This is an optimization exercise on Yosys and OpenROAD, whose aim is small area, not a production implementation.
In this exercise RTL edits were held to simulation tests only and were not proved equivalent to the original.
No activity file was given, so power comes from the tool's default toggle rates.

==> flow/design.v (excerpt) <==
module spec_monitor_top #(
    parameter int WF_LINE_DIV = 4,   
    parameter int DECAY_BITS  = 3    
) (
    input  wire logic                  logfn_lineSync,
    input  wire logic                  global_rst,
    input  wire logic                  i_bin_valid,
    input  wire spec_pkg::bin_sample_t i_bin,
    input  wire logic                  i_frame_sync,
    input  wire logic                  i_line_done,
    input  wire spec_pkg::bin_t        i_rd_addr,
    input  wire spec_pkg::row_t        i_rd_row,
    output spec_pkg::disp_rd_t         o_rd
);
    localparam int NB    = 2 ** spec_pkg::BIN_BITS;
    localparam int NR    = 2 ** spec_pkg::ROW_BITS;
    localparam int NJ    = (NB + 1) / 3;                 
    localparam int MSB   = spec_pkg::BIN_BITS - 1;
    localparam int DW    = spec_pkg::AMPL_BITS;
    localparam int DIV_W = (WF_LINE_DIV > 1) ? $clog2(WF_LINE_DIV) : 1;
    logic rst;
    assign rst = global_rst;
    logic                  sync_q;
    logic [DECAY_BITS-1:0] decay_ctr;
    logic [1:0]            stb;          
    logic                  rst_q;        
    logic                  rst_qq;       
    spec_pkg::bin_t        ph;           
    spec_pkg::bin_req_t    req;          
  ...
clock: 5.0 ns
lec_check: 0
cap_margin: 20
core_margin: 2
core_utilization: 45
cts_cluster_diameter: 100
cts_cluster_size: 30
place_density: 0.6
slew_margin: 20
synth_hierarchical: 1
synth_minimum_keep_size: 0
run.sh (not shown) runs the stock make flow with config.mk's settings and CLKGATE_MAP_FILE= SYNTH_SCRIPT=/design/flow/synth_recipe.tcl, a recipe that flattens the netlist after the stock synthesis.
The first run completed, yet does not pass: setup timing.
==> next run, changes <==
--- a/flow/design.v
+++ b/flow/design.v
@@ -168,23 +168,28 @@
     logic [DW-1:0] pk [NB];
     logic [DW-1:0] wf [NR][NB];
     spec_pkg::bin_t  cur_pos;            
     logic            cap;                
     logic [1:0][3:0][DW-1:0] old_or;
     logic            byp;                
     spec_pkg::ampl_t old_spec;
     spec_pkg::ampl_t old_peak;
     spec_pkg::ampl_t new_spec;
     spec_pkg::ampl_t new_peak;
     logic [NB-1:0]   sel_e;
-    assign cur_pos = req.addr + ph;
+    spec_pkg::bin_t  pos_q;
+    always_ff @(posedge logfn_lineSync)
+    begin
+        pos_q <= req.addr + ph + spec_pkg::bin_t'(1);
+    end
+    assign cur_pos = pos_q;
     assign cap     = stb[1];
     sm_dec32 u_dec_e (.i_pos(cur_pos), .o_sel(sel_e));
     for (genvar b = 0; b < DW; b++)
     begin : g_old
         logic [NB-1:0] d_sp;
         logic [NB-1:0] d_pk;
         for (genvar k = 0; k < NB; k++)
         begin : g_k
             assign d_sp[k] = sp[k][b];
             assign d_pk[k] = pk[k][b];
         end
@@ -195,59 +200,66 @@
     end
     logic                 wr_act;        
     logic [1:0]           wr_cnt;        
     logic                 wr_lg;         
     logic                 close_q;
     spec_pkg::bin_t       addr_q;
     logic [3:0]           ins_q;         
     spec_pkg::row_t       row_q;
     spec_pkg::ampl_t      new_spec_q;
     spec_pkg::ampl_t      new_peak_q;
     logic                 wr_q;          
-    spec_pkg::bin_t       x0;            
     logic [1:0]           dly;
-    spec_pkg::bin_t       xj;
     assign wr_q = wr_act & (wr_cnt == 2'd0);
     assign byp  = wr_q && (addr_q == req.addr);
     assign old_spec = byp ? new_spec_q :
                       (old_or[0][0] | old_or[0][1] | old_or[0][2] | old_or[0][3]);
     assign old_peak = (byp && close_q) ? new_peak_q :
                       (old_or[1][0] | old_or[1][1] | old_or[1][2] | old_or[1][3]);
     assign new_spec = req.close ? '0 : ((old_spec < req.ampl) ? req.ampl : old_spec);
     assign new_peak = (old_spec < old_peak) ? (old_peak - spec_pkg::ampl_t'(req.decay)) : old_spec;
-    assign x0  = cur_pos + spec_pkg::bin_t'(2);
-    spec_pkg::bin_t       x1;
-    assign x1  = x0 + spec_pkg::bin_t'(1);
-    assign dly = (x0 % 3 == 0) ? 2'd0 : (x1 % 3 == 0) ? 2'd1 : 2'd2;
-    assign xj  = x0 + spec_pkg::bin_t'(dly);
+    logic [3:0] jx;
+    always_comb
+    begin
+        dly = 2'd0;
+        jx  = 4'd0;
+        for (int p = 0; p < NB; p++)
+        begin
+            if (cur_pos == spec_pkg::bin_t'(p))
+            begin
+                dly = 2'(((p + 2) % NB % 3 == 0) ? 0 : ((p + 3) % NB % 3 == 0) ? 1 : 2);
+                jx  = 4'((((p + 2) % NB) + int'(dly)) % NB / 3);
+            end
+        end
+    end
     always_ff @(posedge logfn_lineSync)
     begin
         if (rst)
         begin
             wr_act <= 1'b0;
         end
         else if (cap)
         begin
             wr_act <= 1'b1;
         end
         else if (wr_q)
         begin
             wr_act <= 1'b0;
         end
         wr_lg  <= ~cap & wr_act;
         wr_cnt <= cap ? dly : (wr_cnt - 2'd1);
         if (cap)
         begin
             close_q    <= req.close;
             addr_q     <= req.addr;
-            ins_q      <= 4'(xj / 3);
+            ins_q      <= jx;
             row_q      <= wr_line_nx;
             new_spec_q <= new_spec;
             new_peak_q <= new_peak;
         end
     end
     logic [DW-1:0] new_spec_g;
     logic [DW-1:0] new_peak_g;
     logic [NJ-1:0] ins_sp;
     logic [NJ-1:0] ins_pk;
     logic [NJ-1:0] ins_wf [NR];
     logic [NJ-1:0] keep_sp;
What happened:
- The new run completed without violations
- hold slack gets better by 0.0061 ns
- global-route usage rose by 0.20 points
- via count fell by 4.2%
- sequential share of layout area rose by 2.9 points
- synthesized area fell by 1.2%
- final area fell by 4.9%
- non-clock buffer count fell by 384
- clock power stays flat
- die area fell by 1.2%
- synthesized cell count fell by 2.5%
- routed wire length fell by 1.6%
- sequential cell count rose by 5
- worst setup slack gets better by 2.7 ns

==> re-timing with driven ports <==
No port has a modelled driver above. Below, the same layouts with a new extraction and two added sets of constraints. Step 1 (the two cells are an assumption about what drives the block):
set clk [get_ports {logfn_lineSync}]
set_driving_cell -lib_cell sky130_fd_sc_hd__clkbuf_16 $clk
set_driving_cell -lib_cell sky130_fd_sc_hd__buf_2 [delete_from_list [all_inputs] $clk]
Step 2 times the ports against the registers' clock, not the clock port: input delays grow and output delays shrink by t, the midpoint of the rising clock arrivals with the driver on. Three values: ideal, step 1, step 2; two values: the first two.
| run | shift t [ns] | slack for setup (ns) | worst setup path after step 2 | slew at the worst register clock pin (ns) |
|---|---|---|---|---|
| the first run | 0.869 | -2.647 / -2.647 / -2.647 | register to register | 0.12 / 0.12 |
| the second run | 0.843 | 0.088 / 0.136 / -0.707 | input to register | 0.12 / 0.12 |
Met with ideal ports but missed after step 2: setup timing in the second run. The setup slack of the second run, which loses most, moves by +0.048 ns with the drivers and by -0.795 ns with both steps.
